Source: an optimization exercise on an open RTL-to-GDS flow (aim: small area and a short achievable clock period). Production flows keep margins and buffers that such runs may drop. In this exercise RTL edits were held to simulation tests only and were not proved equivalent to the original. No activity file was given, so power comes from the tool's default toggle rates.

Setup of run 1:
==> flow/design.v <==
module chan_reload_streamer #(
  parameter int FIFO_AW = 6,
  parameter int DATA_W  = 32
) (
  input  logic              user_clk,
  input  logic              user_rstn,
  input  logic [DATA_W-1:0] cfg_reload_data,
  input  logic              cfg_reload_update,
  input  logic              cfg_reload_last,
  input  logic              cfg_chan_reset,
  output logic [DATA_W-1:0] m_axis_reload_tdata,
  output logic              m_axis_reload_tvalid,
  output logic              m_axis_reload_tlast,
  input  logic              m_axis_reload_tready,
  output logic [7:0]        m_axis_config_tdata,
  output logic              m_axis_config_tvalid,
  input  logic              m_axis_config_tready,
  output logic              status_reload_overflow,
  output logic              status_reload_busy,
  output logic [15:0]       status_frames_done
);
  localparam int DEPTH = 1 << FIFO_AW;
  localparam int W     = DATA_W + 1;
  logic [W-1:0]       r_mem [DEPTH];
  logic [W-1:0]       r_sd;           
  logic               r_sv;           
  logic [7:0]         r_whi;          
  logic [7:0]         r_wlo;          
  logic [FIFO_AW:0]   r_wc;           
  logic [FIFO_AW:0]   r_rc;           
  logic [FIFO_AW:0]   r_pin;          
  logic [FIFO_AW:0]   r_pout;         
  logic [DEPTH-1:0]   r_rsel;         
  logic [FIFO_AW:0]   r_nw;           
  logic [FIFO_AW:0]   r_nf;           
  logic [W-1:0]       r_rd0;          
  logic [W-1:0]       r_rd1;          
  logic [W-1:0]       w_rdr;
  logic               r_rdv;          
  logic [W-1:0]       r_sk;           
  logic               r_skv;
  logic               r_full;         
  logic               r_busy;         
  logic               r_pnz;          
  logic               r_pge2;         
  logic               r_upd_q;
  logic               r_ovf;
  logic [15:0]        r_fd;
  logic               r_tv;
  logic               r_tl;
  logic [DATA_W-1:0]  r_td;
  logic             w_push_req;
  logic             w_push;
  logic             w_hs;
  logic             w_hs_last;
  logic             w_hold;
  logic             w_adv;
  logic             w_take;
  logic             w_fetch;
  logic [W-1:0]     w_head;
  logic             w_pinc;
  logic [FIFO_AW:0] w_cnt;
  logic [FIFO_AW:0] w_pend;
  logic             w_cnt_eq1;
  logic             w_cnt_ge2;
  logic             w_cnt_eq63;
  logic             w_pend_ge3;
  logic [W-1:0]     w_rd0;
  logic [W-1:0]     w_rd1;
  assign w_push_req = cfg_reload_update & ~r_upd_q & ~cfg_chan_reset;
  assign w_push     = w_push_req & ~r_full;
  assign w_hs       = r_tv & m_axis_reload_tready;
  assign w_hs_last  = w_hs & r_tl;
  assign w_hold     = r_tv & ~m_axis_reload_tready;
  assign w_pinc     = r_sv & r_sd[DATA_W];
  assign w_adv      = (r_tv ? (~r_tl | r_pge2) : r_pnz) & (r_skv | r_rdv);
  assign w_take     = ~w_hold & w_adv;
  assign w_head     = r_skv ? r_sk : w_rdr;
  assign w_fetch    = (r_nw != r_nf) & ~(r_skv ? ~w_take : (r_rdv & ~w_take));
  assign w_cnt      = r_wc - r_rc;
  assign w_pend     = r_pin - r_pout;
  assign w_cnt_eq1  = (w_cnt == FIFO_AW'(1));
  assign w_cnt_ge2  = (w_cnt[FIFO_AW:1] != '0);
  assign w_cnt_eq63 = (w_cnt == (FIFO_AW + 1)'(DEPTH - 1));
  assign w_pend_ge3 = (w_pend > (FIFO_AW + 1)'(2));
  always_comb begin
    w_rd0 = '0;
    w_rd1 = '0;
    for (int i = 0; i < DEPTH / 2; i++) begin
      w_rd0 = w_rd0 | (r_mem[i] & {W{r_rsel[i]}});
      w_rd1 = w_rd1 | (r_mem[i + DEPTH / 2] & {W{r_rsel[i + DEPTH / 2]}});
    end
  end
  assign w_rdr = r_rd0 | r_rd1;
  always_ff @(posedge user_clk) begin
    r_sd  <= {cfg_reload_last, cfg_reload_data};
    r_wlo <= 8'(1) << r_wc[2:0];
    r_rd0 <= w_rd0;
    r_rd1 <= w_rd1;
    if (!r_skv) r_sk <= w_rdr;
    for (int i = 0; i < DEPTH; i++)
      if (r_whi[i / 8] && r_wlo[i % 8]) r_mem[i] <= r_sd;
  end
  always_ff @(posedge user_clk or negedge user_rstn) begin
    if (!user_rstn) begin
      r_sv    <= 1'b0;
      r_whi   <= '0;
      r_wc    <= '0;
      r_rc    <= '0;
      r_pin   <= '0;
      r_pout  <= '0;
      r_rsel  <= DEPTH'(1);
      r_nw    <= '0;
      r_nf    <= '0;
      r_rdv   <= 1'b0;
      r_skv   <= 1'b0;
      r_full  <= 1'b0;
      r_busy  <= 1'b0;
      r_pnz   <= 1'b0;
      r_pge2  <= 1'b0;
      r_upd_q <= 1'b0;
      r_ovf   <= 1'b0;
      r_fd    <= '0;
      r_tv    <= 1'b0;
      r_tl    <= 1'b0;
      r_td    <= '0;
    end else begin
      r_upd_q <= cfg_reload_update;
      r_sv    <= w_push;
      r_whi   <= w_push ? 8'(1) << r_wc[5:3] : 8'd0;
      if (w_hs_last) r_fd <= r_fd + 16'd1;
      if (cfg_chan_reset) begin
        r_wc   <= '0;
        r_rc   <= '0;
        r_pin  <= '0;
        r_pout <= '0;
        r_rsel <= DEPTH'(1);
        r_nw   <= '0;
        r_nf   <= '0;
        r_rdv  <= 1'b0;
        r_skv  <= 1'b0;
        r_full <= 1'b0;
        r_busy <= 1'b0;
        r_pnz  <= 1'b0;
        r_pge2 <= 1'b0;
        r_ovf  <= 1'b0;
        r_tv   <= 1'b0;
        r_tl   <= 1'b0;
        r_td   <= '0;
      end else begin
        if (w_push_req && r_full) r_ovf <= 1'b1;
        if (w_push) r_wc <= r_wc + 1'b1;
        if (w_hs) r_rc <= r_rc + 1'b1;
        if (w_pinc) r_pin <= r_pin + 1'b1;
        if (r_sv) r_nw <= r_nw + 1'b1;
        if (w_fetch) begin
          r_nf   <= r_nf + 1'b1;
          r_rsel <= {r_rsel[DEPTH-2:0], r_rsel[DEPTH-1]};
        end
        r_rdv <= w_fetch;
        r_skv <= r_skv ? ~w_take : (r_rdv & ~w_take);
        if (w_hs_last) r_pout <= r_pout + 1'b1;
        r_full <= ~w_hs & (r_full | (w_push & w_cnt_eq63));
        r_busy <= w_push | w_cnt_ge2 | (w_cnt_eq1 & ~w_hs);
        r_pnz  <= w_pinc | (w_hs_last ? r_pge2 : r_pnz);
        r_pge2 <= w_pinc ? (w_hs_last ? r_pge2 : r_pnz) : (w_hs_last ? w_pend_ge3 : r_pge2);
        if (!w_hold) begin
          r_tv <= w_adv;
          if (w_adv) begin
            {r_tl, r_td} <= w_head;
          end else begin
            {r_tl, r_td} <= '0;
          end
        end
      end
    end
  end
  assign m_axis_reload_tdata    = r_td;
  assign m_axis_reload_tvalid   = r_tv;
  assign m_axis_reload_tlast    = r_tl;
  assign m_axis_config_tdata    = 8'h00;
  assign m_axis_config_tvalid   = 1'b0;
  assign status_reload_overflow = r_ovf;
  assign status_reload_busy     = r_busy;
  assign status_frames_done     = r_fd;
  logic w_unused_cfg_tready;
  assign w_unused_cfg_tready = m_axis_config_tready;
endmodule
==> flow/config.mk <==
export PLATFORM = sky130hd
export DESIGN_NAME = chan_reload_streamer
export DESIGN_NICKNAME = chan_reload_streamer
export VERILOG_FILES = /design/flow/design.v
export SDC_FILE = /design/flow/constraint.sdc
export NUM_CORES = 4
export LEC_CHECK = 0
export CAP_MARGIN = 20
export CORE_MARGIN = 2
export CORE_UTILIZATION = 45
export CTS_CLUSTER_DIAMETER = 60
export CTS_CLUSTER_SIZE = 30
export PLACE_DENSITY = 0.6
export SETUP_SLACK_MARGIN = 3.3
export SLEW_MARGIN = 20
==> flow/constraint.sdc <==
create_clock -name core_clock -period 5.8 [get_ports {user_clk}]
set_input_delay 1.1600 -clock core_clock [delete_from_list [all_inputs] [get_ports {user_clk}]]
set_output_delay 1.1600 -clock core_clock [all_outputs]
set_load 0.01 [all_outputs]
standard.sh (not shown) runs the stock make flow with config.mk's settings and CLKGATE_MAP_FILE= SYNTH_SCRIPT=/design/flow/synth_recipe.tcl, a recipe that flattens the netlist after the stock synthesis.
==> flow/flow/run.sh <==
#!/bin/bash
# The standard layout, with the clock tree built without dummy balancing loads.
set -euo pipefail
export CTS_ARGS="-sink_clustering_enable -repair_clock_nets -sink_clustering_size 30 -sink_clustering_max_diameter 60 -dont_use_dummy_load"
bash standard.sh > standard_flow.log 2>&1
Testbench counts of run 1, summed over its fixed seeds: drain cycles 8,517.
[inputs] run 2 vs run 1
- CORE_UTILIZATION now 52, was 45
- PLACE_DENSITY now 0.65, was 0.6
- SETUP_SLACK_MARGIN now 3.2, was 3.3
Findings:
Total power: run 2 vs run 1 — no meaningful difference. From run 1 to run 2 the numbers moved as follows: multi-input gate count did not really move; global-route total usage across every layer went up.
Modified inputs, run 3 compared to run 2
- a change of CORE_UTILIZATION from 52 to 45
- a change of PLACE_DENSITY from 0.65 to 0.6
--- outcome ---
Compared with run 2, run 3 shows a lower number of buffers other than clock buffers in the final layout.
Final-layout clock-cell area share essentially unchanged between run 3 and run 2.
Looking at end point of the critical path, the m_axis_reload_tdata[17] result is from run 3; the r_rsel[18]$_DFFE_PN0P_ one comes from run 2.
Any difference in fmax between run 2 and run 3 is small enough to ignore.
Looking at global routing usage on met3, run 3 sits 0.48 points below run 2.
Run 3 vs run 2, critical-path cell with the highest stage delay: dfrtp_1 vs clkdlybuf4s50_1
~same fraction of cell area in non-clock buffers in run 2 and run 3
Changes observed in run 3 relative to run 2: final cell count shows an increase of 312; fill cell total of the finished layout saw an increase; worst endpoint required time went down; post-route clock period utilization neither gained nor lost much; wire length of the first global-routing pass went up 1.9%.

* * *

P:
chan_reload_streamer, a different RTL version from the one above (not shown whole).
For scale: about 4800 cells after synthesis, roughly 2400 flip-flops, about 100 I/O pins, ~86000 µm² of cells after synthesis.
Design chan_reload_streamer, start of the top module:
module chan_reload_streamer #(
  parameter int FIFO_AW = 6,
  parameter int DATA_W  = 32
) (
  input  logic              user_clk,
  input  logic              user_rstn,
  input  logic [DATA_W-1:0] cfg_reload_data,
  input  logic              cfg_reload_update,
  input  logic              cfg_reload_last,
  input  logic              cfg_chan_reset,
  output logic [DATA_W-1:0] m_axis_reload_tdata,
  output logic              m_axis_reload_tvalid,
  output logic              m_axis_reload_tlast,
  input  logic              m_axis_reload_tready,
  output logic [7:0]        m_axis_config_tdata,
  output logic              m_axis_config_tvalid,
  input  logic              m_axis_config_tready,
  output logic              status_reload_overflow,
  output logic              status_reload_busy,
  output logic [15:0]       status_frames_done
);
clock: 5.8 ns
lec_check: 0
cap_margin: 20
core_margin: 2
core_utilization: 45
cts_cluster_diameter: 60
cts_cluster_size: 30
place_density: 0.6
setup_slack_margin: 3.2
slew_margin: 20
run.sh (not shown) runs the stock make flow with config.mk's settings and CLKGATE_MAP_FILE= SYNTH_SCRIPT=/design/flow/synth_recipe.tcl, a recipe that flattens the netlist after the stock synthesis.
Stock flow here: none of the scripts above is used.
Testbench counts of P, summed over its fixed seeds: drain cycles 8,517.
For Q, these inputs were changed with respect to P:
==> flow/flow/run.sh (new file) <==
#!/bin/bash
# The standard layout, with the clock tree built without dummy balancing loads.
set -euo pipefail
export CTS_ARGS="-sink_clustering_enable -repair_clock_nets -sink_clustering_size 30 -sink_clustering_max_diameter 60 -dont_use_dummy_load"
bash standard.sh > standard_flow.log 2>&1
==> flow/standard.sh (new file) <==
#!/bin/bash
# synth_recipe.tcl (not shown) runs the flow's synth.tcl, then flattens the netlist and writes it again
# the make line also repeats each setting of config.mk as NAME=value (left out here)
make -C /OpenROAD-flow-scripts/flow DESIGN_CONFIG=/design/flow/config.mk WORK_HOME=/design/flow/orfs CLKGATE_MAP_FILE= SYNTH_SCRIPT=/design/flow/synth_recipe.tcl "${@:-finish}"
removed: flow/run.sh
Findings:
In summary, Q completed successfully, with a layout that passed the timing, DRC and antenna checks.
In Q, layout filler cell count is higher than in P.
Comparing P against Q, there is no change at all in placement-stage cell area.
Any difference in met2 track demand over resource in global routing between P and Q is small enough to ignore.
The worst-path cell with the longest stage delay comes out sky130_fd_sc_hd__dfrtp_1 in one run and sky130_fd_sc_hd__and3b_2 in the other, namely in Q and P respectively.
Between Q and P, setup slack is lower for P, Q comes in above that.
Sum of met2 wire segment lengths after detailed routing (lower): Q
Reported for Q and P, TritonCTS buffer count turned out identical to the last digit.
Relative to P, critical path depth has decreased by 2 in Q.
Transition time of the tightest slew-check pin of P is on par with Q.
Overall power consumption: Q vs P down 6.4%
Post-synthesis compound-gate area fraction essentially unchanged between P and Q.

* * *

main:
Another version of the RTL of chan_reload_streamer (not shown whole).
For scale: ~2300 flip-flops, about 100 I/O pins, roughly 84000 µm² of cells after synthesis.
Settings: LEC_CHECK=0, CAP_MARGIN=20, CORE_MARGIN=2, CORE_UTILIZATION=45, CTS_CLUSTER_DIAMETER=60, CTS_CLUSTER_SIZE=30, PLACE_DENSITY=0.6, SETUP_SLACK_MARGIN=3.2, SLEW_MARGIN=20; clock period 5.8 ns.
Stock flow here: none of the scripts above is used.
Testbench counts of main, summed over its fixed seeds: drain cycles 8,517.
## Diff of input files: the feature branch against main
==> flow/flow/run.sh (new file) <==
#!/bin/bash
# The standard layout, with the clock tree built without dummy balancing loads.
set -euo pipefail
export CTS_ARGS="-sink_clustering_enable -repair_clock_nets -sink_clustering_size 30 -sink_clustering_max_diameter 60 -dont_use_dummy_load"
bash standard.sh > standard_flow.log 2>&1
==> flow/standard.sh (new file) <==
#!/bin/bash
# synth_recipe.tcl (not shown) runs the flow's synth.tcl, then flattens the netlist and writes it again
# the make line also repeats each setting of config.mk as NAME=value (left out here)
make -C /OpenROAD-flow-scripts/flow DESIGN_CONFIG=/design/flow/config.mk WORK_HOME=/design/flow/orfs CLKGATE_MAP_FILE= SYNTH_SCRIPT=/design/flow/synth_recipe.tcl "${@:-finish}"
removed: flow/run.sh
[summary]
Higher proportion of power drawn by the clock network among main and the feature branch: main
Per the comparison of the feature branch with main, timing-limited maximum frequency held steady, via count shrank by 515, share of power burned in combinational logic held steady, clock power shrank by 20%.

* * *

Another version of the RTL of chan_reload_streamer (not shown whole).
Size in the first run: roughly 4300 cells after synthesis, roughly 2200 flip-flops, about 100 I/O pins, ~82000 sq um of cells after synthesis.
clock: 5.8 ns
lec_check: 0
cap_margin: 20
core_margin: 2
core_utilization: 45
place_density: 0.6
slew_margin: 20
Stock flow here: none of the scripts above is used.
Testbench counts at the start, summed over its fixed seeds: drain cycles 8,517.
Change:
- SETUP_SLACK_MARGIN: default -> 3.2
- hold slack improved by 0.052 ns
- cell area is higher by a few percent
- wire length is higher by a few percent
- global-route usage is higher by 1.4 points
- power is higher slightly
- via count is higher by a few percent
- final cell count is higher by a few percent
- non-clock buffer count is higher by 280
- utilization is higher by 2.4 points

==> afterwards: timing with drivers on the ports <==
Ports are ideal in the flow. The routed layouts listed here were re-timed in OpenROAD. Step 1 (the two cells are an assumption about what drives the block):
set clk [get_ports {user_clk}]
set_driving_cell -lib_cell sky130_fd_sc_hd__clkbuf_16 $clk
set_driving_cell -lib_cell sky130_fd_sc_hd__buf_2 [delete_from_list [all_inputs] $clk]
Step 2 moves the port delays by t, midway between the first and last clock arrival at a register: inputs arrive t later, outputs are due t later. That takes back most of the time a late clock gives input paths. Slacks: ideal ports / drivers / drivers and shift; pairs: ideal ports / drivers.
run | t, ns | slack for setup (ns) | worst setup path at the end | worst register clock-pin slew, ns
run 1 | 0.862 | 3.234 / 3.154 / 2.616 | input to register | 0.11 / 0.11
run 2 | 0.879 | 3.238 / 3.152 / 2.428 | input to register | 0.11 / 0.11
run 3 | 0.863 | 3.235 / 3.153 / 2.565 | input to register | 0.11 / 0.11
P | 0.895 | 3.207 / 3.162 / 2.378 | input to register | 0.11 / 0.11
Q | 0.871 | 3.251 / 3.163 / 2.506 | input to register | 0.11 / 0.11
main | 0.935 | 3.133 / 3.080 / 2.502 | input to register | 0.11 / 0.11
the feature branch | 0.909 | 3.128 / 3.107 / 2.387 | input to register | 0.11 / 0.11
the first run of note 4 | 0.956 | 1.723 / 1.785 / 0.828 | input to register | 0.07 / 0.07
the second run of note 4 | 0.953 | 3.102 / 3.087 / 2.219 | input to register | 0.07 / 0.07
After both steps setup and hold are still met in every run listed. For the first run of note 4, which loses most, drivers alone change the setup slack by +0.062 ns; drivers and shift together by -0.895 ns.
